What follows belongs to an exercise in optimizing a design on an open flow for small area; a production flow would make more cautious choices.
Function was checked by simulation only, so behaviour that the tests miss may differ from the original.
The clock port is modelled as an ideal driver; clocking choices that lean on that would not hold on a real chip.
No activity file was given, so power comes from the tool's default toggle rates.

==> flow/design.v (outline; a module is shown in full before it is edited, if it fits) <==
// module i2s_receiver: 53 lines
// module eq_mac: 762 lines
// module eq_mac_fa: 10 lines
// module eq_mac_ha: 9 lines
// module eq_mac_xn: 7 lines
// module eq_mac_or: 7 lines
// module eq_mac_sel: 10 lines
// module eq_mac_sel0: 8 lines
// module eq_mac_selp: 10 lines
// module eq_mac_resolve: 14 lines
// module eq_band_mixer: 30 lines
// module i2s_transmitter: 67 lines
// module audio_processing: 165 lines
module audio_processing #(
    parameter int num_taps = 8,
    parameter int bclk_div = 4
) (
    input  logic                        clk,
    input  logic                        rst,
    input  logic                        audio_enable,
    input  logic                        i2s_bclk,
    input  logic                        i2s_lrclk,
    input  logic                        i2s_d,
    input  logic                        coef_wr_en,
    input  audio_pkg::band_t            coef_band,
    input  logic [$clog2(num_taps)-1:0] coef_addr,
    input  audio_pkg::coef_t            coef_data,
    input  logic                        gain_wr_en,
    input  audio_pkg::band_t            gain_band,
    input  audio_pkg::gain_t            gain_data,
    output logic                        dac_bclk,
    output logic                        dac_lrclk,
    output logic                        dac_data
);
  // ...
==> flow/flow/run.sh <==
#!/bin/bash
set -euo pipefail
export RECOVER_POWER=100
export CTS_ARGS="-sink_clustering_enable -repair_clock_nets -sink_clustering_size 20 -sink_clustering_max_diameter 100 -buf_list sky130_fd_sc_hd__clkbuf_16 -dont_use_dummy_load"
bash standard.sh > standard.log 2>&1
==> flow/standard.sh <==
#!/bin/bash
# synth_recipe.tcl (not shown) runs the flow's synth.tcl, then flattens the netlist and writes it again
# the make line also repeats each setting of config.mk as NAME=value (left out here)
make -C /OpenROAD-flow-scripts/flow DESIGN_CONFIG=/design/flow/config.mk WORK_HOME=/design/flow/orfs CLKGATE_MAP_FILE= SYNTH_SCRIPT=/design/flow/synth_recipe.tcl "${@:-finish}"
==> flow/config.mk <==
export PLATFORM = sky130hd
export DESIGN_NAME = audio_processing
export DESIGN_NICKNAME = audio_processing
export VERILOG_FILES = /design/flow/design.v
export SDC_FILE = /design/flow/constraint.sdc
export NUM_CORES = 4
export LEC_CHECK = 0
export CAP_MARGIN = 20
export CORE_MARGIN = 2
export CORE_UTILIZATION = 65
export CTS_BUF_LIST = sky130_fd_sc_hd__clkbuf_16
export CTS_CLUSTER_DIAMETER = 100
export CTS_CLUSTER_SIZE = 20
export SLEW_MARGIN = 20
export SYNTH_HIERARCHICAL = 1
==> flow/constraint.sdc <==
create_clock -name core_clock -period 20.0 [get_ports {clk}]
set_input_delay 4.0000 -clock core_clock [delete_from_list [all_inputs] [get_ports {clk}]]
set_output_delay 4.0000 -clock core_clock [all_outputs]
set_load 0.01 [all_outputs]
==> impl_metrics.json, run 1 <==
{
  "status": "failed layout checks",
  "failed_checks": "capacitance limit, slew limit",
  "cp-endpoint": "acc0_n[42]$_DFF_P_",
  "drtAntennaViolNets": 0,
  "dp_hpwl_um": 86700,
  "end_kind": "flip-flop",
  "clock_skew_ns": 0.0799,
  "ctsResizeCount": 0,
  "hold_ws_ns": 0.371,
  "drv_slew": 917,
  "routabilityCongestion": 0.924,
  "ir_drop_mv": 0.140,
  "multi_input_cells": 2378,
  "path_buf_inv": 5,
  "bufAreaShareNonClock_pct": 2.35,
  "seqCellArea_um2": 28100,
  "synth_xor_area_share_pct": 6.95,
  "finalSetupTns_ns": 0,
  "dp_slack_ns": 3.05,
  "rsz0062_at_grt": "no",
  "grt_overflow": 0,
  "numClockSinks": 984,
  "use_met3_pct": 4.42,
  "routed_wl_um": 133000,
  "critPathMostFrequentCell": "fa_1",
  "reg2reg_from": "seq[0]$_SDFFE_PP1P_",
  "maxCapViolations": 21,
  "postCtsSetupRepairBufs": 0,
  "grt_usage_pct": 31.1,
  "antenna_found_initial": 0
}
==> run 2: changes to the inputs <==
==> flow/flow/run.sh (replaced) <==
#!/bin/bash
set -euo pipefail
W=$PWD
{ head -n 1 synth_recipe.tcl; cat flow/abc_proc.tcl; tail -n +2 synth_recipe.tcl; } > own_synth.tcl
sed "s|SYNTH_SCRIPT=[^ ]*synth_recipe.tcl|SYNTH_SCRIPT=$W/own_synth.tcl|" standard.sh > own_standard.sh
grep -q "SYNTH_SCRIPT=$W/own_synth.tcl" own_standard.sh
export OWN_ABC_SCRIPT=$W/flow/abc_map.script
export CTS_ARGS="-sink_clustering_enable -repair_clock_nets -sink_clustering_size 20 -sink_clustering_max_diameter 100 -buf_list sky130_fd_sc_hd__clkbuf_16 -dont_use_dummy_load"
bash own_standard.sh > standard.log 2>&1
==> flow/flow/abc_map.script (new file) <==
&get -n
&st
&dch
&nf -R 1000 -p
&st
&syn2
&if -g -K 6
&synch2
&nf -R 1000 -p
&st
&syn2
&if -g -K 6
&synch2
&nf -R 1000 -p
&st
&syn2
&if -g -K 6
&synch2
&nf -R 1000 -p
&st
&syn2
&if -g -K 6
&synch2
&nf -R 1000 -p
&st
&syn2
&if -g -K 6
&synch2
&nf -R 1000 -p
&put
topo
stime -c
dnsize -c
==> flow/flow/abc_proc.tcl (new file) <==
# Own synthesis: ORFS's synthesis exactly as the standard flow's synth_recipe.tcl runs it, except that the
# final technology mapping (abc) uses flow/abc_map.script instead of ORFS's abc_speed.script:
# the same sequence with the delay relaxed in &nf (-R 1000, pin permutation on) and without
# upsizing, so that gates are mapped for area; the clock period leaves ample slack.
proc abc {args} {
  set i [lsearch -exact $args -script]
  if { $i >= 0 } {
    lset args [expr { $i + 1 }] $::env(OWN_ABC_SCRIPT)
  }
  yosys abc {*}$args
}
==> run 2 against run 1 <==
Synthesized area decreased by 5.2%. The run now finishes clean. First-iteration DRC count is 18% higher. Clock power hardly changed. Critical path depth up 13. Via count down 1.1%. Synthesized cell count is 3.7% lower. Routed wire length fell by 4.1%. Worst hold slack improved by 0.020 ns. Clock-buffer cell count decreased by 1. Combinational power down 2%. Critical path type unchanged.
==> impl_metrics.json, run 2 <==
{
  "status": "no timing/DRC/antenna violations",
  "dp_hpwl_um": 85100,
  "wl_per_cell_um": 27.1,
  "final_hold_viol_count": 0,
  "maxCapViolations": 0,
  "crit_type": "flip-flop to flip-flop",
  "port_buffers": 47,
  "synth.most_common_cell": "edfxtp_1",
  "ys_seq_area_share_pct": 53.7,
  "cts_tree": "built",
  "synth_top_flop_cell": "edfxtp_1",
  "design.core.area_um2": 80200,
  "clk_pin_slew_ns": 0.09,
  "dieArea_um2": 82800,
  "grt_pass1_wl_um": 197000,
  "syn-instance-count": 3486,
  "cts_htree_levels": 2,
  "tightest_slew_ns": 1.18,
  "top_regs": "ring_l: 192 flops, ring_r: 192 flops",
  "root_buffer": "clkbuf_16",
  "vias_per_cell": 6.62,
  "synth_top_area_share_pct": 48.2,
  "arrival_ns": 17.38,
  "start_util_pct": 65.3,
  "rows": 104,
  "synth.distinct_cells": 41,
  "setup_viol": 0,
  "layout.nets": 4233,
  "layout_common_cells": "edfxtp_1, fa_1, a22oi_1",
  "fin_crit_ns": 16.89,
  "synth_edf_count": 840,
  "rsz0062_at_grt": "no",
  "vias": 31100,
  "netlist_top_cells_count": "edfxtp_1, fa_1, a22oi_1",
  "grt_pass1_vias": 32500,
  "p_leak_uw": 0.0183,
  "worstSkewPairLatency_ns": 0.67,
  "synth_top_area_cell": "edfxtp_1",
  "async_flop_share_pct": 0,
  "drc": 0,
  "syn-cell-area_um2": 52300,
  "grt_overflow": 0,
  "hold_ws_ns": 0.392,
  "die_w_um": 288,
  "dr.pass1.iters": 6,
  "postCtsSetupRepairBufs": 0,
  "end_kind": "flip-flop",
  "cp_max_fo": 23,
  "ctsResizeCount": 0,
  "min_path_type": "flip-flop to flip-flop",
  "cpPeakStageDelay_ns": 0.61,
  "layout_commonest_cell": "edfxtp_1",
  "cts_buffers": 57,
  "startpoint_type": "flip-flop",
  "min_period_over_period_pct": 84.5,
  "drv_slew": 0,
  "die_height_um": 288,
  "drt_iter0_markers": 3406,
  "syn_nets": 4075,
  "finalSetupTns_ns": 0,
  "critPathMostFrequentCell": "fa_1",
  "grt_usage_pct": 31.5,
  "ir_drop_mv": 0.101,
  "ctsHoldBuffers": 0,
  "drive_above_1_share_pct": 7.08,
  "antenna_found_initial": 0,
  "clock_skew_ns": 0.0989,
  "cp_slowest_cell": "fa_1",
  "routed_wl_um": 127000,
  "grt_max_degree": 86,
  "area_growth_pct": 7.51,
  "numClockSinks": 984,
  "fmax_mhz": 59.2,
  "p_per_area_nw_per_um2": 132,
  "fillers": 5397,
  "routabilityCongestion": 0.898,
  "drtAntennaViolNets": 0,
  "required_ns": 20.49,
  "ys_top_cells_by_area": "edfxtp_1, fa_1, xor2_1, a22oi_1, dfxtp_1",
  "ys_seq_elements": 984,
  "yosys_warnings": 13,
  "io_pins": 48,
  "avgSynthCellArea_um2": 15.0,
  "slew_headroom_pct": 21.4,
  "cts.path.max_buffers": 3
}
[run 2: changes by cell type after synthesis, moves of 85 or more]
cell,change
or2_1,-92
a22oi_1,+405
mux2_1,+94
mux2_2,-85
or2_0,+100
a22oi_2,-384
[run 2: kinds of logic after synthesis]
family	count (synthesis)	synth area share, %
AO/OA/AOI/OAI	801	10.9
XOR/XNOR	442	7.40
adder cells (fa/ha/maj)	544	19.0
buffers and inverters	130	1.55
flip-flops	984	53.7
multiplexers	155	3.27
AND/OR/NAND/NOR	430	4.15
[run 2: power by group]
part / total (µW) / internal, µW / switching (µW)
combinational: 3700 / 1660 / 2050
clock: 1120 / 503 / 622
sequential: 2620 / 2540 / 78.3
total: 7450 / 4700 / 2750
[run 2: through the flow]
| stage | setup WS, ns | utilization (%) | cells | area, µm² | power [µW] |
|---|---|---|---|---|---|
| floorplan | 1.84 | - | 3486 | 52300 | 6840 |
| global placement | 3.35 | 68.4 | 4645 | 54800 | 6160 |
| detailed placement | 3.05 | 68.4 | 4645 | 54800 | 6400 |
| CTS | 3.00 | 70.2 | 4702 | 56200 | 7520 |
| global route | 2.53 | 70.2 | 4702 | 56300 | 8090 |
| finish | 3.11 | 70.2 | 4705 | 56300 | 7450 |
[run 2: area by class of cell]
cell class	instances	area, µm²	share of cell area [%]
Antenna cell	3	7.51	0.0133
Clock buffer	57	1430	2.53
Inverter	44	165	0.293
Multi-Input combinational cell	2372	23700	42.2
Sequential cell	984	28100	50.0
Tap cell	1060	1330	2.36
Timing Repair Buffer	185	1500	2.67
[run 2: critical path: cells and delay by family (launching register included)]
kind / cells / cell delay, ns
AND/OR/NAND/NOR: 1 / 0.50
XOR/XNOR: 2 / 0.63
adder cells (fa/ha/maj): 45 / 14.31
flip-flops: 1 / 0.32
AO/OA/AOI/OAI: 3 / 1.03
[run 2: modules after synthesis (local to each module, per instance), excerpt]
module | cells inside | flip-flops and latches | area (µm²) | copies in the design
audio_processing | 1485 | 788 | 27300 | 1
i2s_receiver | 83 | 38 | 1290 | 1
eq_mac_resolve | 21 | 0 | 259 | 2
eq_mac_fa | 1 | 0 | 20.0 | 420
eq_mac_selp | 2 | 0 | 16.3 | 16
eq_mac_sel | 2 | 0 | 16.3 | 368
eq_mac_ha | 1 | 0 | 12.5 | 64
eq_mac_xn | 1 | 0 | 8.76 | 16
[run 2: final timing paths]
path	start	to	slack [ns]	cells past startpoint
worst max-delay path	acc1_n[22]$_DFF_P_	acc1_n[42]$_DFF_P_	3.11	51
worst min-delay path	ring_l[69]$_DFFE_PP_	ring_l[45]$_DFFE_PP_	0.39	0
worst max register to register	acc1_n[22]$_DFF_P_	acc1_n[42]$_DFF_P_	3.11	51
worst min register to register	ring_l[69]$_DFFE_PP_	ring_l[45]$_DFFE_PP_	0.39	0
[run 2: layer usage]
layer	routed length [µm]	global-route usage [%]
met5	0	0
met4	3780	9.16
met3	10100	5.12
met2	61300	50.2
met1	52300	45.3
==> run 3: changes to the inputs <==
--- a/flow/flow/abc_map.script
+++ b/flow/flow/abc_map.script
@@ -28,6 +28,7 @@
 &synch2
 &nf -R 1000 -p
 &put
+buffer -c
 topo
 stime -c
 dnsize -c
==> run 3 against run 2 <==
Cell area is essentially flat. Global-route usage decreased by 0.30 points. Utilization shrank 0.32 points. Clock skew rose by 0.0018 ns. First-iteration DRC count increased by 1.8%. Setup slack improved by 0.30 ns. Worst hold slack lost 0.042 ns. Synthesized cell count increased by 3.4%. Power grew 2.3%. Critical endpoint unchanged. Highest routed layer is now met5.
==> impl_metrics.json, run 3 <==
{
  "synth_edf_count": 840,
  "reg2reg_from": "acc1_n[22]$_DFF_P_",
  "avgSynthCellArea_um2": 14.6,
  "synth_top_area_cell": "edfxtp_1",
  "drv_slew": 0,
  "postCtsSetupRepairBufs": 0,
  "reg2reg_to": "acc1_n[42]$_DFF_P_",
  "slew_headroom_pct": 26.8,
  "hold_path_depth": 0,
  "reg2reg_slack_ns": 3.40,
  "cts_tree": "built",
  "wl_met1_um": 54200,
  "end_kind": "flip-flop",
  "finalSetupTns_ns": 0,
  "ctsResizeCount": 0,
  "critPathMostFrequentCell": "fa_1",
  "min_period_over_period_pct": 83.0,
  "ctsHoldBuffers": 0,
  "io_pins": 48,
  "ys_seq_elements": 984,
  "fin_crit_ns": 16.60,
  "async_flop_share_pct": 0,
  "area_growth_pct": 6.58,
  "top_regs": "ring_l: 192 flops, ring_r: 192 flops",
  "r2r.worst_path.cells": 53,
  "status": "no timing/DRC/antenna violations",
  "port_buffers": 47,
  "fin_util_pct": 69.9,
  "wl_per_cell_um": 27.2,
  "syn_nets": 4195,
  "routed_wl_um": 128000,
  "dp_hpwl_um": 85400,
  "cts_buffers": 56,
  "p_per_area_nw_per_um2": 135,
  "vias": 31200,
  "route.met2.wl_um": 61000,
  "min_from": "ring_l[177]$_DFFE_PP_",
  "p_leak_uw": 0.0186,
  "start_util_pct": 65.6,
  "grt_pass1_wl_um": 197000,
  "yosys_warnings": 13,
  "ys_top_cells_by_area": "edfxtp_1, fa_1, xor2_1, a22oi_1, dfxtp_1",
  "clock_skew_ns": 0.101,
  "ys_seq_area_share_pct": 53.2,
  "cp_max_fo": 23,
  "maxCapViolations": 0,
  "tightest_slew_ns": 1.10,
  "arrival_ns": 17.13,
  "syn-cell-area_um2": 52800,
  "cts.path.max_buffers": 3,
  "routabilityCongestion": 0.890,
  "netlist_top_cells_count": "edfxtp_1, fa_1, a22oi_1",
  "dr.pass1.iters": 6,
  "worstSkewPairLatency_ns": 0.67,
  "multi_input_comb_area_um2": 23800,
  "synth_top_area_share_pct": 47.8,
  "rsz0062_at_grt": "no",
  "min_path_type": "flip-flop to flip-flop",
  "design.core.area_um2": 80500,
  "synth_top_flop_cell": "edfxtp_1",
  "fmax_mhz": 60.2,
  "drc": 0,
  "holdPathEnd": "ring_l[153]$_DFFE_PP_",
  "wl_met3_um": 9250,
  "ir_drop_mv": 0.198,
  "drive_above_1_share_pct": 13.6,
  "die_height_um": 289,
  "clk_pin_slew_ns": 0.09,
  "startpoint_type": "flip-flop",
  "top_layer_used": "met5",
  "vias_per_cell": 6.63,
  "setup_viol": 0,
  "die_w_um": 289,
  "cp_slowest_cell": "fa_1",
  "cpPeakStageDelay_ns": 0.60,
  "dieArea_um2": 83500,
  "layout_common_cells": "edfxtp_1, fa_1, a22oi_1",
  "synth.most_common_cell": "edfxtp_1",
  "rows": 104,
  "crit_type": "flip-flop to flip-flop",
  "grt_pass1_vias": 32500,
  "final_hold_viol_count": 0,
  "numClockSinks": 984,
  "root_buffer": "clkbuf_16",
  "seqCellArea_um2": 28100,
  "grt_usage_pct": 31.2,
  "drtAntennaViolNets": 0,
  "grt_overflow": 0,
  "layout_commonest_cell": "edfxtp_1",
  "synth.distinct_cells": 50,
  "antenna_found_initial": 4,
  "cts_htree_levels": 2,
  "fillers": 5336,
  "drt_iter0_markers": 3467,
  "grt_max_degree": 81,
  "syn-instance-count": 3606,
  "required_ns": 20.53,
  "layout.nets": 4233
}
## run 3: cell count changes after synthesis, moves of 7 or more
cell      delta
clkbuf_1    +99
buf_1       +12
inv_1       +43
buf_2        +7
or2_0      -100
mux2_2     +127
mux2_1     -127
or2_2       +99
clkinv_1    -43
## run 3: Yosys stat by module, one instance, submodules excluded, a selection
module,cells inside,copies in the design,flops+latches
eq_mac_selp,2,16,0
eq_band_mixer,107,1,50
i2s_receiver,83,1,38
eq_mac_sel0,2,16,0
eq_mac_fa,1,420,0
eq_mac_resolve,21,2,0
i2s_transmitter,210,1,108
eq_mac,131,2,0
eq_mac_sel,2,368,0
eq_mac_or,1,16,0
## run 3: cell type report
type	count	area share, %
diodes	1	0.00445
repair buffers	186	2.69
multi-input cells	2372	42.2
clock buffers	56	2.49
well taps	1060	2.36
inverters	44	0.293
flip-flops and latches	984	49.9
## run 3: how the worst max path moves through the flow
| stage | slack (ns) | depth (start not counted) | from | end |
|---|---|---|---|---|
| 2_1_floorplan | 3.65 | 40 | seq[2]$_SDFFE_PP1N_ | acc0_n[42]$_DFF_P_ |
| 3_3_place_gp | 3.44 | 53 | acc1_n[22]$_DFF_P_ | acc1_n[42]$_DFF_P_ |
| 3_5_place_dp | 3.06 | 53 | acc1_n[22]$_DFF_P_ | acc1_n[42]$_DFF_P_ |
| 4_1_cts | 3.02 | 53 | acc1_n[22]$_DFF_P_ | acc1_n[42]$_DFF_P_ |
| 5_1_grt | 2.66 | 53 | acc1_n[22]$_DFF_P_ | acc1_n[42]$_DFF_P_ |
| 6_report | 3.40 | 53 | acc1_n[22]$_DFF_P_ | acc1_n[42]$_DFF_P_ |
## run 3: cell families after synthesis
family                     after synthesis  synth area share, %
and+or+nand+nor                        430                 4.12
DFF                                    984                 53.2
AOI/OAI and AO/OA                      801                 10.8
adders and majority gates              544                 18.9
xor gates and xnor gates               442                 7.33
muxes                                  155                 3.24
buffers and inverters                  250                 2.42
## run 3: worst max-delay path: cells and delay by family, from the launching register on
family          cells  cell delay [ns]
fa+ha+maj          45            14.15
simple gates        2             0.60
compound gates      3             0.58
xor+xnor            2             0.53
flops               1             0.32
buf+inv             1             0.25
## run 3: routing by layer
metal | global-route usage (%) | vias to the layer above
li1 | - | 13400
met1 | 45.6 | 16100
met2 | 49.6 | 1453
met3 | 4.05 | 222
met4 | 9.43 | 2
met5 | 0 | -
## run 3: stage by stage
step / area (µm²) / hold WS [ns] / setup slack, ns / total power (µW) / instances
final: 56300 / 0.350 / 3.40 / 7620 / 4703
after global routing: 56300 / 0.332 / 2.66 / 8220 / 4703
after CTS: 56200 / 0.341 / 3.02 / 7670 / 4701
after detailed placement: 54800 / 0.405 / 3.06 / 6530 / 4645
after global placement: 54800 / 0.400 / 3.44 / 6340 / 4644
after floorplan: 52800 / 0.386 / 3.65 / 6880 / 3606
## run 3: power by group
group	total (µW)	switching, µW	internal, µW
sequential	2620	83.0	2540
clock	1110	612	494
combinational	3890	2160	1730
total	7620	2850	4770
==> module i2s_receiver, before the edit <==
module i2s_receiver (
    input  logic        clk,
    input  logic        rst,
    input  logic        audio_enable,
    input  logic        i2s_bclk,             
    input  logic        i2s_lrclk,            
    input  logic        i2s_d,
    output logic        left_done,            
    output logic        frame_done,           
    output logic [23:0] shift_sr
);
    logic [2:0] bclk_sync;           
    logic [2:0] lrclk_sync;
    logic [1:0] d_sync;
    logic       bclk_rise;
    logic       lr_rise;
    logic       lr_fall;
    logic [4:0] bit_cnt;             
    logic       armed;               
    always_ff @(posedge clk) begin
        if (rst) begin
            bclk_sync  <= '0;
            lrclk_sync <= '0;
            d_sync     <= '0;
        end else begin
            bclk_sync  <= {bclk_sync[1:0], i2s_bclk};
            lrclk_sync <= {lrclk_sync[1:0], i2s_lrclk};
            d_sync     <= {d_sync[0], i2s_d};
        end
    end
    assign bclk_rise = bclk_sync[1] & ~bclk_sync[2];
    assign lr_rise   = lrclk_sync[1] & ~lrclk_sync[2];      
    assign lr_fall   = ~lrclk_sync[1] & lrclk_sync[2];      
    assign left_done  = lr_rise & armed;
    assign frame_done = lr_fall & armed;                    
    always_ff @(posedge clk) begin
        if (rst || !audio_enable) begin
            bit_cnt <= '0;
            armed   <= 1'b0;
        end else begin
            if (lr_fall)
                armed <= 1'b1;
            if (lr_rise || lr_fall)
                bit_cnt <= '0;                              
            else if (bclk_rise && bit_cnt != 5'd25)
                bit_cnt <= bit_cnt + 5'd1;
        end
    end
    always_ff @(posedge clk) begin
        if (audio_enable && bclk_rise && bit_cnt >= 5'd1 && bit_cnt <= 5'd24)
            shift_sr <= {shift_sr[22:0], d_sync[1]};        
    end
endmodule
==> module audio_processing, before the edit <==
module audio_processing #(
    parameter int num_taps = 8,
    parameter int bclk_div = 4
) (
    input  logic                        clk,
    input  logic                        rst,
    input  logic                        audio_enable,
    input  logic                        i2s_bclk,
    input  logic                        i2s_lrclk,
    input  logic                        i2s_d,
    input  logic                        coef_wr_en,
    input  audio_pkg::band_t            coef_band,
    input  logic [$clog2(num_taps)-1:0] coef_addr,
    input  audio_pkg::coef_t            coef_data,
    input  logic                        gain_wr_en,
    input  audio_pkg::band_t            gain_band,
    input  audio_pkg::gain_t            gain_data,
    output logic                        dac_bclk,
    output logic                        dac_lrclk,
    output logic                        dac_data
);
    logic        clr;
    logic        left_done, frame_done;
    logic [23:0] shift_sr;
    logic [4:0]  seq;
    logic [3:0]  hist_cnt;           
    logic [191:0] ring_l;            
    logic [191:0] ring_r;
    logic        rot_l, rot_r, feed_l, feed_r;
    logic        pass;
    logic [2:0]  tap;
    logic        tap_ok;
    logic [23:0] tap_x;
    logic [15:0] coef0 [8];
    logic [15:0] coef1 [8];
    logic [15:0] coef_wdata;
    logic [15:0] gain_r0, gain_r1, gain_fwd0, gain_fwd1;
    logic        band_valid, s1_valid, mix_valid;
    logic [42:0] acc0_n, acc1_n;     
    logic        pend0, pend1;   
    logic [42:0] sum0_n, sum1_n;
    logic        pout0, pout1;
    logic [42:0] res0_n, res1_n;    
    logic [42:0] acc0, acc1;
    logic [23:0] res0, res1;         
    logic [23:0] sat15_0, sat15_1, sat14_0, sat14_1;
    logic [23:0] x0, x1;
    logic [15:0] c0, c1;
    logic        first;
    assign clr = rst | ~audio_enable;
    i2s_receiver rx (
        .clk (clk), .rst (rst), .audio_enable (audio_enable),
        .i2s_bclk (i2s_bclk), .i2s_lrclk (i2s_lrclk), .i2s_d (i2s_d),
        .left_done (left_done), .frame_done (frame_done), .shift_sr (shift_sr)
    );
    always_ff @(posedge clk) begin
        if (clr)
            seq <= 5'd21;
        else if (frame_done)
            seq <= 5'd30;
        else if (left_done)
            seq <= 5'd22;
        else if (seq != 5'd21 && seq != 5'd29)
            seq <= seq + 5'd1;
    end
    always_ff @(posedge clk) begin
        if (clr)
            hist_cnt <= '0;
        else if (seq == 5'd31 && hist_cnt != 4'd8)
            hist_cnt <= hist_cnt + 4'd1;
    end
    always_ff @(posedge clk) begin
        if (clr) begin
            band_valid <= 1'b0;
        end else begin
            band_valid <= (seq == 5'd17);                   
        end
    end
    always_ff @(posedge clk) begin
        if (rst) begin
            s1_valid  <= 1'b0;
            mix_valid <= 1'b0;
        end else begin
            s1_valid  <= band_valid;
            mix_valid <= s1_valid;
        end
    end
    assign rot_l  = (seq == 5'd31) || (seq <= 5'd14) || (seq >= 5'd22 && seq <= 5'd28);
    assign feed_l = (seq == 5'd22);
    assign rot_r  = (seq <= 5'd20) || (seq >= 5'd30);
    assign feed_r = (seq == 5'd0);
    always_ff @(posedge clk) begin
        if (rot_l)
            ring_l <= {feed_l ? shift_sr : ring_l[23:0], ring_l[191:24]};
        if (rot_r)
            ring_r <= {feed_r ? shift_sr : ring_r[23:0], ring_r[191:24]};
    end
    assign pass   = ~seq[4];
    assign tap    = seq[2:0];
    assign tap_ok = pass && ({1'b0, tap} < hist_cnt);   
    assign tap_x  = tap_ok ? (seq[3] ? ring_r[23:0] : ring_l[23:0]) : 24'd0;
    assign coef_wdata = rst ? 16'd0 : coef_data;
    always_ff @(posedge clk) begin
        for (int i = 0; i < 8; i++) begin
            if (rst || (coef_wr_en && !coef_band && coef_addr == 3'(i)))
                coef0[i] <= coef_wdata;
            if (rst || (coef_wr_en && coef_band && coef_addr == 3'(i)))
                coef1[i] <= coef_wdata;
        end
    end
    eq_band_mixer gains (
        .clk (clk), .rst (rst),
        .gain_wr_en (gain_wr_en), .gain_band (gain_band), .gain_data (gain_data),
        .gain_r0 (gain_r0), .gain_r1 (gain_r1),
        .gain_fwd0 (gain_fwd0), .gain_fwd1 (gain_fwd1)
    );
    eq_mac_resolve res_0 (.acc_n (acc0_n[42:22]), .pend (pend0), .res_n (res0_n[42:22]));
    eq_mac_resolve res_1 (.acc_n (acc1_n[42:22]), .pend (pend1), .res_n (res1_n[42:22]));
    assign res0_n[21:0] = acc0_n[21:0];
    assign res1_n[21:0] = acc1_n[21:0];
    assign acc0 = ~res0_n;
    assign acc1 = ~res1_n;
    assign sat15_0 = sat_shift15(acc0);
    assign sat15_1 = sat_shift15(acc1);
    assign sat14_0 = sat_shift14(acc0);
    assign sat14_1 = sat_shift14(acc1);
    assign first = (pass && tap == 3'd0) || band_valid;
    assign x0 = band_valid ? res0 : s1_valid ? res1    : tap_x;
    assign x1 = band_valid ? sat15_1 : s1_valid ? res0 : tap_x;
    assign c0 = band_valid ? gain_fwd0 : s1_valid ? gain_r1 : coef0[tap];
    assign c1 = band_valid ? gain_fwd1 : s1_valid ? gain_r0 : coef1[tap];
    eq_mac mac0 (.c (c0), .x (x0), .first (first), .acc_n (acc0_n), .pend (pend0),
                 .sum_n (sum0_n), .pout (pout0));
    eq_mac mac1 (.c (c1), .x (x1), .first (first), .acc_n (acc1_n), .pend (pend1),
                 .sum_n (sum1_n), .pout (pout1));
    always_ff @(posedge clk) begin
        acc0_n  <= sum0_n;
        acc1_n  <= sum1_n;
        pend0 <= pout0;
        pend1 <= pout1;
    end
    always_ff @(posedge clk) begin
        if (seq == 5'd8 || band_valid)
            res0 <= sat15_0;                                
        if (seq == 5'd8)
            res1 <= sat15_1;
    end
    i2s_transmitter tx (
        .clk (clk), .rst (rst), .audio_enable (audio_enable),
        .mix_valid (mix_valid), .mix_frame ({sat14_0, sat14_1}),
        .dac_bclk (dac_bclk), .dac_lrclk (dac_lrclk), .dac_data (dac_data)
    );
    function automatic logic [23:0] sat_shift15(input logic [42:0] v);
        if (v[42:38] == 5'b00000 || v[42:38] == 5'b11111)
            sat_shift15 = v[38:15];
        else
            sat_shift15 = v[42] ? 24'h800000 : 24'h7fffff;
    endfunction
    function automatic logic [23:0] sat_shift14(input logic [42:0] v);
        if (v[42:37] == 6'b000000 || v[42:37] == 6'b111111)
            sat_shift14 = v[37:14];
        else
            sat_shift14 = v[42] ? 24'h800000 : 24'h7fffff;
    endfunction
endmodule
==> run 4: changes to the inputs <==
--- a/flow/design.v
+++ b/flow/design.v
@@ -27,7 +27,8 @@
     input  logic        i2s_bclk,             
     input  logic        i2s_lrclk,            
     input  logic        i2s_d,
-    output logic        left_done,            
+    output logic        left_soon,            
+    output logic        frame_soon,           
     output logic        frame_done,           
     output logic [23:0] shift_sr
 );
@@ -53,8 +54,9 @@
     assign bclk_rise = bclk_sync[1] & ~bclk_sync[2];
     assign lr_rise   = lrclk_sync[1] & ~lrclk_sync[2];      
     assign lr_fall   = ~lrclk_sync[1] & lrclk_sync[2];      
-    assign left_done  = lr_rise & armed;
     assign frame_done = lr_fall & armed;                    
+    assign left_soon  = lrclk_sync[0] & ~lrclk_sync[1] & armed;
+    assign frame_soon = ~lrclk_sync[0] & lrclk_sync[1] & armed;
     always_ff @(posedge clk) begin
         if (rst || !audio_enable) begin
             bit_cnt <= '0;
@@ -1032,13 +1034,17 @@
     output logic                        dac_data
 );
     logic        clr;
-    logic        left_done, frame_done;
+    logic        left_soon, frame_soon, frame_done;
     logic [23:0] shift_sr;
     logic [4:0]  seq;
     logic [3:0]  hist_cnt;           
     logic [191:0] ring_l;            
     logic [191:0] ring_r;
-    logic        rot_l, rot_r, feed_l, feed_r;
+    logic [2:0]  ptr_l, ptr_r;       
+    logic        want_l, want_r;     
+    logic        feed_l, feed_r;
+    logic [2:0]  pos_l, pos_r;
+    logic [7:0]  sel_l, sel_r;
     logic        pass;
     logic [2:0]  tap;
     logic        tap_ok;
@@ -1063,16 +1069,15 @@
     i2s_receiver rx (
         .clk (clk), .rst (rst), .audio_enable (audio_enable),
         .i2s_bclk (i2s_bclk), .i2s_lrclk (i2s_lrclk), .i2s_d (i2s_d),
-        .left_done (left_done), .frame_done (frame_done), .shift_sr (shift_sr)
+        .left_soon (left_soon), .frame_soon (frame_soon), .frame_done (frame_done),
+        .shift_sr (shift_sr)
     );
     always_ff @(posedge clk) begin
         if (clr)
             seq <= 5'd21;
         else if (frame_done)
             seq <= 5'd30;
-        else if (left_done)
-            seq <= 5'd22;
-        else if (seq != 5'd21 && seq != 5'd29)
+        else if (seq != 5'd21)
             seq <= seq + 5'd1;
     end
     always_ff @(posedge clk) begin
@@ -1097,20 +1102,35 @@
             mix_valid <= s1_valid;
         end
     end
-    assign rot_l  = (seq == 5'd31) || (seq <= 5'd14) || (seq >= 5'd22 && seq <= 5'd28);
-    assign feed_l = (seq == 5'd22);
-    assign rot_r  = (seq <= 5'd20) || (seq >= 5'd30);
-    assign feed_r = (seq == 5'd0);
+    assign feed_l = (want_l || left_soon) && ptr_l == 3'd1;
+    assign feed_r = (want_r || frame_soon) && ptr_r == 3'd1;
     always_ff @(posedge clk) begin
-        if (rot_l)
-            ring_l <= {feed_l ? shift_sr : ring_l[23:0], ring_l[191:24]};
-        if (rot_r)
-            ring_r <= {feed_r ? shift_sr : ring_r[23:0], ring_r[191:24]};
+        ring_l <= {feed_l ? shift_sr : ring_l[23:0], ring_l[191:24]};
+        ring_r <= {feed_r ? shift_sr : ring_r[23:0], ring_r[191:24]};
+        ptr_l  <= feed_l ? 3'd7 : ptr_l - 3'd1;
+        ptr_r  <= feed_r ? 3'd7 : ptr_r - 3'd1;
+        want_l <= (want_l || left_soon) && !feed_l;
+        want_r <= (want_r || frame_soon) && !feed_r;
+    end
+    assign pos_l = ptr_l + tap;
+    assign pos_r = ptr_r + tap;
+    always_comb begin
+        for (int i = 0; i < 8; i++) begin
+            sel_l[i] = tap_ok && !seq[3] && pos_l == 3'(i);
+            sel_r[i] = tap_ok &&  seq[3] && pos_r == 3'(i);
+        end
+    end
+    for (genvar b = 0; b < 24; b++) begin : g_tap
+        logic [15:0] d;
+        for (genvar i = 0; i < 8; i++) begin : g_word
+            assign d[i]     = ring_l[i*24 + b];
+            assign d[i + 8] = ring_r[i*24 + b];
+        end
+        eq_pick16 pick (.sel ({sel_r, sel_l}), .d (d), .y (tap_x[b]));
     end
     assign pass   = ~seq[4];
     assign tap    = seq[2:0];
     assign tap_ok = pass && ({1'b0, tap} < hist_cnt);   
-    assign tap_x  = tap_ok ? (seq[3] ? ring_r[23:0] : ring_l[23:0]) : 24'd0;
     assign coef_wdata = rst ? 16'd0 : coef_data;
     always_ff @(posedge clk) begin
         for (int i = 0; i < 8; i++) begin
@@ -1175,3 +1195,10 @@
             sat_shift14 = v[42] ? 24'h800000 : 24'h7fffff;
     endfunction
 endmodule
+module eq_pick16 (
+    input  logic [15:0] sel,
+    input  logic [15:0] d,
+    output logic        y
+);
+    assign y = |(sel & d);
+endmodule
==> run 4 against run 3 <==
Worst hold slack worse by 0.0083 ns. Setup slack worse by 0.66 ns. Sequential power is 2% lower. Critical path type unchanged. Critical endpoint unchanged.
==> impl_metrics.json, run 4 <==
{
  "min_period_over_period_pct": 86.3,
  "slew_headroom_pct": 22.6,
  "post_dp_cell_area_um2": 53500,
  "root_buffer": "clkbuf_16",
  "stdcell_area_um2": 54900,
  "rows": 102,
  "finalSetupTns_ns": 0,
  "synth_top_flop_cell": "dfxtp_1",
  "drive_above_1_share_pct": 13.1,
  "wl_per_cell_um": 26.8,
  "grt_pass1_wl_um": 210000,
  "tightest_slew_ns": 1.15,
  "drv_slew": 0,
  "io_pins": 48,
  "clk_pin_slew_ns": 0.08,
  "cts.path.max_buffers": 3,
  "final_hold_viol_count": 0,
  "pwr-share-comb_pct": 49.8,
  "routabilityCongestion": 0.920,
  "numClockSinks": 992,
  "synth.most_common_cell": "dfxtp_1",
  "min_path_type": "flip-flop to flip-flop",
  "postCtsSetupRepairBufs": 0,
  "crit_type": "flip-flop to flip-flop",
  "top_regs": "ring_l: 192 flops, ring_r: 192 flops",
  "cp_slowest_cell": "o21ai_1",
  "drt_iter0_markers": 3859,
  "hold_ws_ns": 0.342,
  "cts_htree_levels": 2,
  "worstSkewPairLatency_ns": 0.65,
  "grt_max_degree": 77,
  "end_kind": "flip-flop",
  "arrival_ns": 17.76,
  "netlist_top_cells_count": "dfxtp_1, edfxtp_1, fa_1",
  "ctsHoldBuffers": 0,
  "dp_hpwl_um": 89800,
  "p_leak_uw": 0.0192,
  "reg2reg_slack_ns": 2.74,
  "ys_seq_area_share_pct": 47.7,
  "port_buffers": 47,
  "fin_crit_ns": 17.26,
  "async_flop_share_pct": 0,
  "swShare_pct": 37.1,
  "cpPeakStageDelay_ns": 0.64,
  "routed_wl_um": 135000,
  "clock_skew_ns": 0.0634,
  "dr.pass1.iters": 6,
  "area_growth_pct": 7.18,
  "ctsResizeCount": 0,
  "p_per_area_nw_per_um2": 134,
  "start_util_pct": 65.9,
  "dieArea_um2": 81100,
  "layout_common_cells": "dfxtp_1, edfxtp_1, fa_1",
  "syn-instance-count": 3961,
  "netSwitchingPower_uw": 2740,
  "layout.nets": 4609,
  "drtAntennaViolNets": 0,
  "startpoint_type": "flip-flop",
  "grt_overflow": 0,
  "p_int_uw": 4640,
  "yosys_warnings": 13,
  "cp_max_fo": 23,
  "design.core.area_um2": 77700,
  "die_w_um": 285,
  "grt_usage_pct": 33.6,
  "power_frac_seq_pct": 35.0,
  "p_total_uw": 7380,
  "status": "no timing/DRC/antenna violations",
  "ys_seq_elements": 992,
  "antenna_found_initial": 5,
  "layout_commonest_cell": "dfxtp_1",
  "fmax_mhz": 57.9,
  "vias": 33600,
  "layout.cells.non_filler": 5053,
  "ys_top_cells_by_area": "edfxtp_1, dfxtp_1, fa_1, xor2_1, a22oi_1",
  "required_ns": 20.51,
  "vias_per_cell": 6.66,
  "drc": 0,
  "cts_buffers": 57,
  "cts_tree": "built",
  "die_height_um": 285,
  "rsz0062_at_grt": "no",
  "setup_viol": 0,
  "ir_drop_mv": 0.101,
  "syn_nets": 4557,
  "synth.distinct_cells": 47,
  "dp.cells": 4994,
  "syn-cell-area_um2": 51200,
  "synth_top_area_share_pct": 26.7,
  "critPathMostFrequentCell": "fa_1",
  "grt_pass1_vias": 35400,
  "pwr-share-clk_pct": 15.3,
  "avgSynthCellArea_um2": 12.9,
  "synth_edf_count": 456,
  "maxCapViolations": 0,
  "synth_top_area_cell": "edfxtp_1"
}
## run 4: routing by layer
metal | GRT usage (%) | vias to the layer above | part of all wire [%]
li1 | - | 14500 | -
met1 | 47.8 | 17100 | 41
met2 | 53.6 | 1737 | 47
met3 | 5.10 | 272 | 8.8
met4 | 11.3 | 4 | 3.4
met5 | 0 | - | 0.013
## run 4: critical path: cells and delay by family, from the launching register on
family	cells	cell delay, ns
XOR/XNOR	2	0.72
AO/OA/AOI/OAI	3	1.13
AND/OR/NAND/NOR	2	0.65
adder cells (fa/ha/maj)	45	14.30
flip-flops	1	0.32
## run 4: through the flow
step,utilization [%],worst slack (ns)
after floorplan,-,2.68
after global placement,68.8,3.03
after detailed placement,68.8,2.90
after CTS,70.6,2.85
after global routing,70.7,2.13
final,70.7,2.74
## run 4: worst paths after layout
path,startpoint,endpoint,cells past startpoint
hold reg to reg,ring_r[36]$_DFF_P_,ring_r[12]$_DFF_P_,0
setup reg to reg,acc1_n[22]$_DFF_P_,acc1_n[42]$_DFF_P_,52
hold / removal,ring_r[36]$_DFF_P_,ring_r[12]$_DFF_P_,0
setup / recovery,acc1_n[22]$_DFF_P_,acc1_n[42]$_DFF_P_,52
## run 4: power by group through the flow
stage	Sequential, µW	Combinational, µW	Clock, µW
after floorplan	2590	4210	0
after detailed placement	2620	3680	0
after global placement	2610	3460	0
after global routing	2600	4190	1210
after CTS	2580	3690	1140
final	2580	3670	1130
## run 4: kinds of logic after synthesis
kind of cell | synth area share [%]
AOI/OAI and AO/OA | 13.6
xor gates and xnor gates | 7.66
adders and majority gates | 19.6
buffers and inverters | 2.47
DFF | 47.7
muxes | 3.04
and+or+nand+nor | 5.92
## run 4: layout make-up
class | count | area [µm²]
clock buffers | 57 | 1430
flip-flops and latches | 992 | 24400
diodes | 2 | 5.00
inverters | 46 | 173
fillers | 5361 | 22800
well taps | 1040 | 1300
repair buffers | 193 | 1560
multi-input cells | 2723 | 26000
## run 4: per-module statistics from Yosys (local to each module, per instance), excerpt
| module | cell area, µm² | flops+latches |
|---|---|---|
| eq_mac | 826 | 0 |
| eq_mac_sel0 | 12.5 | 0 |
| eq_mac_xn | 8.76 | 0 |
| eq_pick16 | 76.3 | 0 |
| eq_mac_ha | 12.5 | 0 |
| eq_band_mixer | 1830 | 50 |
==> run 5: changes to the inputs <==
==> flow/flow/run.sh (replaced) <==
#!/bin/bash
set -euo pipefail
W=$PWD
{ head -n 1 synth_recipe.tcl; cat flow/abc_proc.tcl; tail -n +2 synth_recipe.tcl; } > own_synth.tcl
sed "s|SYNTH_SCRIPT=[^ ]*synth_recipe.tcl|SYNTH_SCRIPT=$W/own_synth.tcl|" standard.sh > own_standard.sh
grep -q "SYNTH_SCRIPT=$W/own_synth.tcl" own_standard.sh
export OWN_ABC_SCRIPT=$W/flow/abc_map.script
export CTS_ARGS="-sink_clustering_enable -repair_clock_nets -sink_clustering_size 24 -sink_clustering_max_diameter 100 -buf_list sky130_fd_sc_hd__clkbuf_16 -dont_use_dummy_load"
bash own_standard.sh > standard.log 2>&1
--- a/flow/config.mk
+++ b/flow/config.mk
@@ -7,9 +7,9 @@
 export LEC_CHECK = 0
 export CAP_MARGIN = 20
 export CORE_MARGIN = 2
-export CORE_UTILIZATION = 65
+export CORE_UTILIZATION = 70
 export CTS_BUF_LIST = sky130_fd_sc_hd__clkbuf_16
 export CTS_CLUSTER_DIAMETER = 100
-export CTS_CLUSTER_SIZE = 20
+export CTS_CLUSTER_SIZE = 24
 export SLEW_MARGIN = 20
 export SYNTH_HIERARCHICAL = 1
==> run 5 against run 4 <==
Sequential cell count did not move. Utilization rose by 4.4 points. Fmax rose by 2.7%. Largest cell class unchanged. Clock power fell by 8%. Critical path type unchanged. Power rose by 0.43%. Highest routed layer unchanged. Critical path depth rose by 1. Routed wire length rose by 2.4%. Critical endpoint unchanged. Cell area fell by 0.62%.
==> impl_metrics.json, run 5 <==
{
  "die_w_um": 275,
  "slew_headroom_pct": 24.5,
  "syn-cell-area_um2": 51200,
  "postCtsSetupRepairBufs": 0,
  "pwr-share-clk_pct": 14.1,
  "hold_path_depth": 0,
  "cts_htree_levels": 2,
  "grt_pass1_vias": 35500,
  "synth_top_flop_cell": "dfxtp_1",
  "end_kind": "flip-flop",
  "cts_tree": "built",
  "layout_common_cells": "dfxtp_1, edfxtp_1, fa_1",
  "required_ns": 20.50,
  "wl_per_cell_um": 27.9,
  "fin_crit_ns": 16.80,
  "yosys_warnings": 13,
  "worstSkewPairLatency_ns": 0.66,
  "critPathMostFrequentCell": "fa_1",
  "netSwitchingPower_uw": 2800,
  "antenna_found_initial": 3,
  "setup_viol": 0,
  "drtAntennaViolNets": 0,
  "cpPeakStageDelay_ns": 0.59,
  "worst_slack_ns": 3.20,
  "design.core.area_um2": 72700,
  "port_buffers": 47,
  "vias_per_cell": 6.85,
  "dieArea_um2": 75400,
  "routed_wl_um": 139000,
  "arrival_ns": 17.30,
  "fmax_mhz": 59.5,
  "ys_top_cells_by_area": "edfxtp_1, dfxtp_1, fa_1, xor2_1, a22oi_1",
  "vias": 34000,
  "routabilityCongestion": 0.928,
  "fin_util_pct": 75.1,
  "drv_slew": 0,
  "drive_above_1_share_pct": 12.8,
  "die_height_um": 275,
  "p_leak_uw": 0.0191,
  "finalSetupTns_ns": 0,
  "cts_buffers": 49,
  "num_antenna_cells": 0,
  "min_period_over_period_pct": 84.0,
  "dp_slack_ns": 3.30,
  "crit_type": "flip-flop to flip-flop",
  "ir_drop_mv": 0.223,
  "grt_pass1_wl_um": 213000,
  "drt_iter0_markers": 3915,
  "rows": 99,
  "cp_max_fo": 23,
  "async_flop_share_pct": 0,
  "pwr-share-comb_pct": 50.9,
  "numClockSinks": 992,
  "maxCapViolations": 0,
  "cts.path.max_buffers": 3,
  "netlist_top_cells_count": "dfxtp_1, edfxtp_1, fa_1",
  "top_regs": "ring_l: 192 flops, ring_r: 192 flops",
  "layout.cells.non_filler": 4967,
  "dp_hpwl_um": 91800,
  "synth.most_common_cell": "dfxtp_1",
  "p_int_uw": 4610,
  "drc": 0,
  "rsz0062_at_grt": "no",
  "r2r.worst_path.cells": 53,
  "startpoint_type": "flip-flop",
  "clk_pin_slew_ns": 0.09,
  "power_frac_seq_pct": 35.0,
  "ys_seq_area_share_pct": 47.7,
  "swShare_pct": 37.8,
  "synth.distinct_cells": 47,
  "synth_edf_count": 456,
  "synth_top_area_cell": "edfxtp_1",
  "layout_commonest_cell": "dfxtp_1",
  "p_per_area_nw_per_um2": 136,
  "avgSynthCellArea_um2": 12.9,
  "p_total_uw": 7410,
  "final_hold_viol_count": 0,
  "min_path_type": "flip-flop to flip-flop",
  "synth_top_area_share_pct": 26.7,
  "grt_usage_pct": 37.3,
  "grt_overflow": 0,
  "tightest_slew_ns": 1.13,
  "grt_max_degree": 77,
  "area_growth_pct": 6.52,
  "dr.pass1.iters": 9,
  "syn-instance-count": 3961,
  "ctsResizeCount": 0,
  "root_buffer": "clkbuf_16",
  "io_pins": 48,
  "syn_nets": 4557,
  "layout.nets": 4606,
  "ys_seq_elements": 992,
  "status": "no timing/DRC/antenna violations",
  "start_util_pct": 70.5,
  "cp_slowest_cell": "fa_1",
  "dp.cells": 4918,
  "clock_skew_ns": 0.0844,
  "ctsHoldBuffers": 0
}
[run 5: power groups by stage]
stage	clock, µW	sequential [µW]	combinational [µW]
final	1040	2590	3780
after global routing	1120	2610	4280
after CTS	1050	2590	3770
after detailed placement	0	2630	3750
after global placement	0	2620	3480
after floorplan	0	2590	4210
[run 5: cells by family (layout without fill, tap and decap cells)]
kind of cell	Yosys count	count (layout)	share of synthesized area (%)
mux	139	139	3.04
xor+xnor	448	448	7.66
compound gates	980	980	13.6
flops	992	992	47.7
buf+inv	246	293	2.47
simple gates	605	605	5.92
fa+ha+maj	551	551	19.6
[run 5: Yosys stat by module (local to each module, per instance), a selection]
module / flops+latches / area [µm²]
audio_processing: 796 / 24300
eq_band_mixer: 50 / 1830
i2s_receiver: 38 / 1280
eq_pick16: 0 / 76.3
eq_mac_fa: 0 / 20.0
eq_mac_sel: 0 / 16.3
eq_mac_sel0: 0 / 12.5
[run 5: path summary, 6_finish.rpt]
check                            from                  to  slack (ns)
hold reg to reg   ring_l[104]$_DFF_P_  ring_l[80]$_DFF_P_        0.30
setup reg to reg   acc1_n[22]$_DFF_P_  acc1_n[42]$_DFF_P_        3.20
hold / removal    ring_l[104]$_DFF_P_  ring_l[80]$_DFF_P_        0.30
setup / recovery   acc1_n[22]$_DFF_P_  acc1_n[42]$_DFF_P_        3.20
[run 5: critical path: cells and delay by family, from the launching register on]
kind	cells	cell delay, ns
AND/OR/NAND/NOR	2	0.62
AO/OA/AOI/OAI	3	0.56
XOR/XNOR	2	0.65
buffers and inverters	1	0.23
flip-flops	1	0.31
adder cells (fa/ha/maj)	45	14.32
[run 5: area by class of cell]
type / instances / area [µm²]
well taps: 959 / 1200
multi-input cells: 2723 / 26000
flip-flops and latches: 992 / 24400
repair buffers: 198 / 1600
fillers: 4619 / 18100
inverters: 46 / 173
clock buffers: 49 / 1230
[run 5: metal layers]
metal | vias up | GRT usage (%) | share of wire [%]
met1 | 17100 | 51.6 | 39
met5 | - | 0 | 0.0094
met2 | 2047 | 57.5 | 46
met3 | 346 | 8.81 | 11
met4 | 2 | 15.6 | 4.3
li1 | 14500 | - | -
[run 5: through the flow]
step | area [µm²] | hold WS (ns)
2_1_floorplan | 51200 | 0.331
6_report | 54600 | 0.302
3_5_place_dp | 53300 | 0.337
5_1_grt | 54600 | 0.316
3_3_place_gp | 53300 | 0.333
4_1_cts | 54600 | 0.310
==> run 6: changes to the inputs <==
--- a/flow/design.v
+++ b/flow/design.v
@@ -1107,10 +1107,19 @@
     always_ff @(posedge clk) begin
         ring_l <= {feed_l ? shift_sr : ring_l[23:0], ring_l[191:24]};
         ring_r <= {feed_r ? shift_sr : ring_r[23:0], ring_r[191:24]};
-        ptr_l  <= feed_l ? 3'd7 : ptr_l - 3'd1;
-        ptr_r  <= feed_r ? 3'd7 : ptr_r - 3'd1;
-        want_l <= (want_l || left_soon) && !feed_l;
-        want_r <= (want_r || frame_soon) && !feed_r;
+    end
+    always_ff @(posedge clk) begin
+        if (rst) begin
+            ptr_l  <= '0;
+            ptr_r  <= '0;
+            want_l <= 1'b0;
+            want_r <= 1'b0;
+        end else begin
+            ptr_l  <= feed_l ? 3'd7 : ptr_l - 3'd1;
+            ptr_r  <= feed_r ? 3'd7 : ptr_r - 3'd1;
+            want_l <= (want_l || left_soon) && !feed_l;
+            want_r <= (want_r || frame_soon) && !feed_r;
+        end
     end
     assign pos_l = ptr_l + tap;
     assign pos_r = ptr_r + tap;
==> run 6 against run 5 <==
Die area barely moved. Cell area grew 0.24%. Clock skew increased by 0.043 ns. Largest cell class unchanged.
==> impl_metrics.json, run 6 <==
{
  "grt_usage_pct": 37.0,
  "ys_top_cells_by_area": "edfxtp_1, dfxtp_1, fa_1, xor2_1, a22oi_1",
  "syn_nets": 4555,
  "finalSetupTns_ns": 0,
  "arrival_ns": 17.55,
  "ir_drop_mv": 0.136,
  "grt_max_degree": 77,
  "antenna_found_initial": 5,
  "fin_crit_ns": 17.04,
  "io_pins": 48,
  "clock_skew_ns": 0.127,
  "design.core.area_um2": 72700,
  "synth_top_area_share_pct": 26.7,
  "synth.most_common_cell": "dfxtp_1",
  "ys_seq_elements": 992,
  "critPathMostFrequentCell": "fa_1",
  "min_period_over_period_pct": 85.2,
  "drtAntennaViolNets": 0,
  "grt_pass1_vias": 36000,
  "avgSynthCellArea_um2": 13.0,
  "layout_commonest_cell": "dfxtp_1",
  "slew_headroom_pct": 25.4,
  "ctsResizeCount": 0,
  "reg2reg_from": "acc1_n[22]$_DFF_P_",
  "cts_buffers": 52,
  "rsz0062_at_grt": "no",
  "setup_viol": 0,
  "drt_iter0_markers": 4566,
  "cpPeakStageDelay_ns": 0.61,
  "reg2reg_slack_ns": 2.96,
  "postCtsSetupRepairBufs": 0,
  "numClockSinks": 992,
  "synth_top_area_cell": "edfxtp_1",
  "grt_pass1_wl_um": 212000,
  "async_flop_share_pct": 0,
  "cts_htree_levels": 2,
  "synth_edf_count": 456,
  "drive_above_1_share_pct": 13.0,
  "syn-instance-count": 3959,
  "maxCapViolations": 0,
  "drv_slew": 0,
  "root_buffer": "clkbuf_16",
  "routed_wl_um": 138000,
  "min_path_type": "flip-flop to flip-flop",
  "dp_hpwl_um": 91200,
  "p_per_area_nw_per_um2": 134,
  "dr.pass1.iters": 9,
  "netlist_top_cells_count": "dfxtp_1, edfxtp_1, fa_1",
  "final_hold_viol_count": 0,
  "synth_top_flop_cell": "dfxtp_1",
  "cp_max_fo": 23,
  "routabilityCongestion": 0.952,
  "worstSkewPairLatency_ns": 0.68,
  "required_ns": 20.50,
  "tightest_slew_ns": 1.11,
  "layout.nets": 4606,
  "p_total_uw": 7320,
  "vias": 34300,
  "rows": 99,
  "startpoint_type": "flip-flop",
  "end_kind": "flip-flop",
  "crit_type": "flip-flop to flip-flop",
  "cts_tree": "built",
  "status": "no timing/DRC/antenna violations",
  "cp_slowest_cell": "fa_1",
  "synth.distinct_cells": 47,
  "dieArea_um2": 75400,
  "layout_common_cells": "dfxtp_1, edfxtp_1, fa_1",
  "die_w_um": 275,
  "syn-cell-area_um2": 51300,
  "yosys_warnings": 13,
  "clk_pin_slew_ns": 0.09,
  "cp-endpoint": "acc1_n[42]$_DFF_P_",
  "start_util_pct": 70.5,
  "wl_per_cell_um": 27.8,
  "drc": 0,
  "vias_per_cell": 6.90,
  "grt_overflow": 0,
  "port_buffers": 47,
  "reg2reg_to": "acc1_n[42]$_DFF_P_",
  "p_leak_uw": 0.0192,
  "top_regs": "ring_l: 192 flops, ring_r: 192 flops",
  "fmax_mhz": 58.7,
  "ys_seq_area_share_pct": 47.6,
  "area_growth_pct": 6.72,
  "die_height_um": 275,
  "ctsHoldBuffers": 0,
  "cts.path.max_buffers": 3,
  "crit_path_start": "acc1_n[22]$_DFF_P_",
  "r2r.worst_path.cells": 53
}
run 6: cell types whose count changed in the layout (fill, tap and decap cells not counted), moves of 4 or more:
| cell | delta |
|---|---|
| a21oi_1 | +6 |
| diode_2 | +5 |
| nand2_1 | -7 |
| nor2b_1 | -4 |
| nor2b_2 | +5 |
| nor4_2 | +4 |
| o21ai_2 | -4 |
run 6: through the flow:
stage                     instance area [µm²]  worst slack (ns)  hold WS (ns)  utilization [%]  cells
after floorplan                         51300              2.90         0.331                -   3959
after global placement                  53400              3.35         0.333             73.4   4915
after detailed placement                53400              2.96         0.337             73.4   4915
after CTS                               54700              2.91         0.293             75.2   4967
after global routing                    54700              2.39         0.303             75.2   4967
final                                   54700              2.96         0.302             75.3   4972
run 6: worst min-delay path by stage:
stage / from / end / slack (ns) / cells after the start
after floorplan: ring_l[144]$_DFF_P_ / ring_l[120]$_DFF_P_ / 0.33 / 0
after CTS: ring_l[83]$_DFF_P_ / ring_l[59]$_DFF_P_ / 0.29 / 0
after global routing: ring_l[34]$_DFF_P_ / ring_l[10]$_DFF_P_ / 0.30 / 0
after detailed placement: ring_l[129]$_DFF_P_ / ring_l[105]$_DFF_P_ / 0.34 / 0
after global placement: ring_l[139]$_DFF_P_ / ring_l[115]$_DFF_P_ / 0.33 / 0
final: ring_l[35]$_DFF_P_ / ring_l[11]$_DFF_P_ / 0.30 / 0
run 6: critical path, delay by kind of cell, from the launching register on:
family,cells,cell delay [ns]
fa+ha+maj,45,14.60
xor+xnor,2,0.68
simple gates,2,0.63
compound gates,3,0.52
flops,1,0.30
buf+inv,1,0.24
run 6: per-layer routing:
metal | GRT usage, % | up-vias | wire length, µm
met2 | 58.0 | 2213 | 63400
met4 | 16.1 | 2 | 6550
met3 | 8.08 | 388 | 15500
li1 | - | 14500 | -
met1 | 50.3 | 17200 | 52400
met5 | 0.0627 | - | 13
run 6: layout make-up:
cell class	instances	area (µm²)
inverters	46	173
flip-flops and latches	992	24400
multi-input cells	2720	26000
well taps	959	1200
repair buffers	198	1600
diodes	5	12.5
clock buffers	52	1300
fillers	4585	18000
run 6: logic make-up after synthesis:
logic type | Yosys count | share of synthesized area [%]
muxes | 139 | 3.04
adders and majority gates | 551 | 19.6
AOI/OAI and AO/OA | 986 | 13.7
and+or+nand+nor | 595 | 5.86
buffers and inverters | 247 | 2.49
xor gates and xnor gates | 449 | 7.67
DFF | 992 | 47.6
run 6: modules after synthesis (local to each module, per instance), a selection:
module	area [µm²]	cells
i2s_receiver	1280	83
eq_mac_resolve	259	21
eq_band_mixer	1830	107
eq_mac_or	6.26	1
eq_mac_sel0	12.5	2
eq_mac_ha	12.5	1
audio_processing	24300	1723
eq_pick16	76.3	9
i2s_transmitter	3970	210
eq_mac	826	131
eq_mac_xn	8.76	1
eq_mac_selp	16.3	2
eq_mac_fa	20.0	1
run 6: power by group:
part,switching (µW),internal (µW)
Clock,620,461
Combinational,2030,1630
Sequential,113,2460
==> module eq_band_mixer, before the edit <==
module eq_band_mixer (
    input  logic        clk,
    input  logic        rst,
    input  logic        gain_wr_en,
    input  logic        gain_band,
    input  logic [15:0] gain_data,           
    output logic [15:0] gain_r0,
    output logic [15:0] gain_r1,
    output logic [15:0] gain_fwd0,
    output logic [15:0] gain_fwd1
);
    logic        wr_d;
    logic        band_d;
    logic [15:0] data_d;
    logic [15:0] wdata;
    always_ff @(posedge clk) begin
        wr_d   <= gain_wr_en & ~rst;
        band_d <= gain_band;
        data_d <= gain_data;
    end
    assign wdata = rst ? 16'h4000 : data_d;               
    always_ff @(posedge clk) begin
        if (rst || (wr_d && !band_d))
            gain_r0 <= wdata;
        if (rst || (wr_d && band_d))
            gain_r1 <= wdata;
    end
    assign gain_fwd0 = (wr_d && !band_d) ? data_d : gain_r0;
    assign gain_fwd1 = (wr_d &&  band_d) ? data_d : gain_r1;
endmodule
==> run 7: changes to the inputs <==
--- a/flow/design.v
+++ b/flow/design.v
@@ -921,12 +921,12 @@
     input  logic [15:0] gain_data,           
     output logic [15:0] gain_r0,
     output logic [15:0] gain_r1,
-    output logic [15:0] gain_fwd0,
-    output logic [15:0] gain_fwd1
+    output logic [15:0] data_d,
+    output logic        fwd0,
+    output logic        fwd1
 );
     logic        wr_d;
     logic        band_d;
-    logic [15:0] data_d;
     logic [15:0] wdata;
     always_ff @(posedge clk) begin
         wr_d   <= gain_wr_en & ~rst;
@@ -940,8 +940,8 @@
         if (rst || (wr_d && band_d))
             gain_r1 <= wdata;
     end
-    assign gain_fwd0 = (wr_d && !band_d) ? data_d : gain_r0;
-    assign gain_fwd1 = (wr_d &&  band_d) ? data_d : gain_r1;
+    assign fwd0 = wr_d && !band_d;
+    assign fwd1 = wr_d &&  band_d;
 endmodule
 `timescale 1ns/100ps
 module i2s_transmitter (
@@ -1052,7 +1052,10 @@
     logic [15:0] coef0 [8];
     logic [15:0] coef1 [8];
     logic [15:0] coef_wdata;
-    logic [15:0] gain_r0, gain_r1, gain_fwd0, gain_fwd1;
+    logic [15:0] gain_r0, gain_r1, gain_data_d;
+    logic        gain_fwd0, gain_fwd1;
+    logic [7:0]  csel;
+    logic [10:0] csel0, csel1;
     logic        band_valid, s1_valid, mix_valid;
     logic [42:0] acc0_n, acc1_n;     
     logic        pend0, pend1;   
@@ -1153,7 +1156,7 @@
         .clk (clk), .rst (rst),
         .gain_wr_en (gain_wr_en), .gain_band (gain_band), .gain_data (gain_data),
         .gain_r0 (gain_r0), .gain_r1 (gain_r1),
-        .gain_fwd0 (gain_fwd0), .gain_fwd1 (gain_fwd1)
+        .data_d (gain_data_d), .fwd0 (gain_fwd0), .fwd1 (gain_fwd1)
     );
     eq_mac_resolve res_0 (.acc_n (acc0_n[42:22]), .pend (pend0), .res_n (res0_n[42:22]));
     eq_mac_resolve res_1 (.acc_n (acc1_n[42:22]), .pend (pend1), .res_n (res1_n[42:22]));
@@ -1166,10 +1169,27 @@
     assign sat14_0 = sat_shift14(acc0);
     assign sat14_1 = sat_shift14(acc1);
     assign first = (pass && tap == 3'd0) || band_valid;
-    assign x0 = band_valid ? res0 : s1_valid ? res1    : tap_x;
-    assign x1 = band_valid ? sat15_1 : s1_valid ? res0 : tap_x;
-    assign c0 = band_valid ? gain_fwd0 : s1_valid ? gain_r1 : coef0[tap];
-    assign c1 = band_valid ? gain_fwd1 : s1_valid ? gain_r0 : coef1[tap];
+    always_comb begin
+        for (int k = 0; k < 8; k++)
+            csel[k] = !band_valid && !s1_valid && tap == 3'(k);
+    end
+    assign csel0 = {s1_valid, band_valid && !gain_fwd0, band_valid && gain_fwd0, csel};
+    assign csel1 = {s1_valid, band_valid && !gain_fwd1, band_valid && gain_fwd1, csel};
+    for (genvar b = 0; b < 24; b++) begin : g_x
+        eq_pick2 px0 (.t (tap_x[b]), .sa (band_valid), .a (res0[b]),    .sb (s1_valid), .b (res1[b]), .y (x0[b]));
+        eq_pick2 px1 (.t (tap_x[b]), .sa (band_valid), .a (sat15_1[b]), .sb (s1_valid), .b (res0[b]), .y (x1[b]));
+    end
+    for (genvar b = 0; b < 16; b++) begin : g_c
+        logic [10:0] d0, d1;
+        for (genvar k = 0; k < 8; k++) begin : g_k
+            assign d0[k] = coef0[k][b];
+            assign d1[k] = coef1[k][b];
+        end
+        assign d0[10:8] = {gain_r1[b], gain_r0[b], gain_data_d[b]};
+        assign d1[10:8] = {gain_r0[b], gain_r1[b], gain_data_d[b]};
+        eq_pick11 pc0 (.sel (csel0), .d (d0), .y (c0[b]));
+        eq_pick11 pc1 (.sel (csel1), .d (d1), .y (c1[b]));
+    end
     eq_mac mac0 (.c (c0), .x (x0), .first (first), .acc_n (acc0_n), .pend (pend0),
                  .sum_n (sum0_n), .pout (pout0));
     eq_mac mac1 (.c (c1), .x (x1), .first (first), .acc_n (acc1_n), .pend (pend1),
@@ -1210,4 +1230,21 @@
     output logic        y
 );
     assign y = |(sel & d);
+endmodule
+module eq_pick2 (
+    input  logic t,
+    input  logic sa,
+    input  logic a,
+    input  logic sb,
+    input  logic b,
+    output logic y
+);
+    assign y = t | (sa & a) | (sb & b);
+endmodule
+module eq_pick11 (
+    input  logic [10:0] sel,
+    input  logic [10:0] d,
+    output logic        y
+);
+    assign y = |(sel & d);
 endmodule
==> run 7 against run 6 <==
Still clean. Fmax increased by 0.49%. Clock skew fell by 0.015 ns. Synthesized area fell by 2.3%. Worst hold slack got worse by 0.0055 ns. Power shrank 2.7%. Clock-buffer cell count down 2. First-iteration DRC count down 5.9%. Global-route usage is 0.42 points higher. Sequential power hardly changed. Combinational power shrank 4%. Via count decreased by 3.1%. Routed wire length down 0.72%. Critical path type unchanged. Highest routed layer is now met4.
==> impl_metrics.json, run 7 <==
{
  "ys_seq_elements": 992,
  "vias": 33200,
  "numClockSinks": 992,
  "met1_usage_pct": 51.2,
  "rows": 98,
  "cts_buffers": 50,
  "ctsResizeCount": 0,
  "grt_pass1_wl_um": 209000,
  "ys_seq_area_share_pct": 48.7,
  "cts_tree": "built",
  "p_total_uw": 7120,
  "clk_pin_slew_ns": 0.09,
  "synth_edf_count": 456,
  "synth_xor_area_share_pct": 7.86,
  "fmax_mhz": 59.0,
  "grt_pass1_vias": 34600,
  "layout_commonest_cell": "dfxtp_1",
  "cts_htree_levels": 2,
  "worstSkewPairLatency_ns": 0.66,
  "design.core.area_um2": 71200,
  "cp_slowest_cell": "fa_1",
  "min_period_over_period_pct": 84.8,
  "grt_overflow": 0,
  "dp_hpwl_um": 90200,
  "ys_top_cells_by_area": "edfxtp_1, dfxtp_1, fa_1, xor2_1, a22oi_1",
  "yosys_warnings": 13,
  "multi_input_comb_area_um2": 25000,
  "ir_drop_mv": 0.164,
  "area_growth_pct": 6.53,
  "synth_compound_area_share_pct": 14.4,
  "syn_nets": 4279,
  "dr.pass1.iters": 8,
  "status": "no timing/DRC/antenna violations",
  "required_ns": 20.47,
  "root_buffer": "clkbuf_16",
  "synth_top_family_by_area": "adder cells",
  "ctsHoldBuffers": 0,
  "p_per_area_nw_per_um2": 133,
  "end_kind": "flip-flop",
  "critPathMostFrequentCell": "fa_1",
  "netlist_top_cells_count": "dfxtp_1, edfxtp_1, a22oi_1",
  "syn-instance-count": 3683,
  "use_met2_pct": 58.6,
  "grt_max_degree": 82,
  "top_regs": "ring_l: 192 flops, ring_r: 192 flops",
  "grt_usage_pct": 37.4,
  "finalSetupTns_ns": 0,
  "drive_above_1_share_pct": 11.1,
  "busiest_layer": "met2",
  "slew_headroom_pct": 22.7,
  "drtAntennaViolNets": 0,
  "syn-cell-area_um2": 50100,
  "postCtsSetupRepairBufs": 0,
  "crit_type": "flip-flop to flip-flop",
  "io_pins": 48,
  "die_w_um": 272,
  "swShare_pct": 37.0,
  "synth_top_flop_cell": "dfxtp_1",
  "pwr-share-clk_pct": 14.8,
  "p_leak_uw": 0.0186,
  "cts.path.max_buffers": 3,
  "synth_top_area_cell": "edfxtp_1",
  "synth.most_common_cell": "dfxtp_1",
  "netSwitchingPower_uw": 2630,
  "pwr-share-comb_pct": 49.2,
  "routed_wl_um": 137000,
  "layout_common_cells": "dfxtp_1, edfxtp_1, a22oi_1",
  "synth_fa_ha_area_share_pct": 20.1,
  "routabilityCongestion": 0.966,
  "avgSynthCellArea_um2": 13.6,
  "wl_per_cell_um": 29.1
}
-- run 7: cell types whose count changed in the layout (fill, tap and decap cells not counted), sizes merged, moves of 35 or more --
cell | before | now
nand2 | 227 | 147
buf | 152 | 116
o21ai | 232 | 120
and3 | 3 | 38
a21oi | 69 | 21
nor2b | 75 | 36
mux2 | 135 | 71
a221o | 0 | 48
-- run 7: layer usage --
layer  wire [µm]  part of all wire, %
met1       52200                   38
met2       63200                   46
met3       15400                   11
met4        6140                  4.5
met5           0                    0
-- run 7: final cells by class --
cell class                      count  area share, %
Multi-Input combinational cell   2514           46.8
Sequential cell                   992           45.8
Timing Repair Buffer              162           2.50
Clock buffer                       50           2.34
Tap cell                          950           2.23
Inverter                           45          0.316
Antenna cell                        2        0.00937
-- run 7: through the flow --
step	setup WS, ns	cells	instance area, µm²	utilization, %	hold slack [ns]
after floorplan	3.67	3683	50100	-	0.331
after global placement	3.09	4661	52100	73.1	0.333
after detailed placement	2.69	4662	52100	73.2	0.337
after CTS	2.69	4712	53400	74.9	0.296
after global routing	2.31	4713	53400	74.9	0.290
final	3.04	4715	53400	74.9	0.297
-- run 7: cells by family after synthesis --
| logic type | count (synthesis) |
|---|---|
| AOI/OAI and AO/OA | 938 |
| xor gates and xnor gates | 450 |
| adders and majority gates | 551 |
| buffers and inverters | 177 |
| DFF | 992 |
| muxes | 74 |
| and+or+nand+nor | 501 |
-- run 7: critical path: cells and delay by family (launching register included) --
family | cells | cell delay [ns]
AOI/OAI and AO/OA | 3 | 1.12
DFF | 1 | 0.32
adders and majority gates | 45 | 14.29
and+or+nand+nor | 1 | 0.52
xor gates and xnor gates | 2 | 0.61
-- run 7: final timing paths --
kind              slack, ns  cells after the start                  to               start
hold reg to reg        0.30                      0   ring_l[2]$_DFF_P_  ring_l[26]$_DFF_P_
hold / removal         0.30                      0   ring_l[2]$_DFF_P_  ring_l[26]$_DFF_P_
setup reg to reg       3.04                     51  acc1_n[42]$_DFF_P_  acc1_n[22]$_DFF_P_
setup / recovery       3.04                     51  acc1_n[42]$_DFF_P_  acc1_n[22]$_DFF_P_
-- run 7: per-module statistics from Yosys, one instance, submodules excluded, excerpt --
module           times used  flops+latches  cells
eq_band_mixer             1             50     72
eq_mac                    2              0    131
eq_mac_fa               420              0      1
eq_mac_sel0              16              0      2
eq_pick16                24              0      9
i2s_transmitter           1            108    210
-- run 7: power groups by stage --
stage | Combinational [µW] | Sequential [µW] | Clock (µW)
floorplan | 4080 | 2550 | 0
global route | 4010 | 2570 | 1120
detailed placement | 3490 | 2600 | 0
CTS | 3520 | 2560 | 1060
finish | 3510 | 2560 | 1050
global placement | 3250 | 2590 | 0

Check on run 7: ideal ports give 3.041 ns setup slack; a clkbuf_16 on the clock port and buf_2 on the inputs give 3.041 ns; moving port delays by the midpoint clock arrival (0.676 ns) as well gives 3.041 ns.
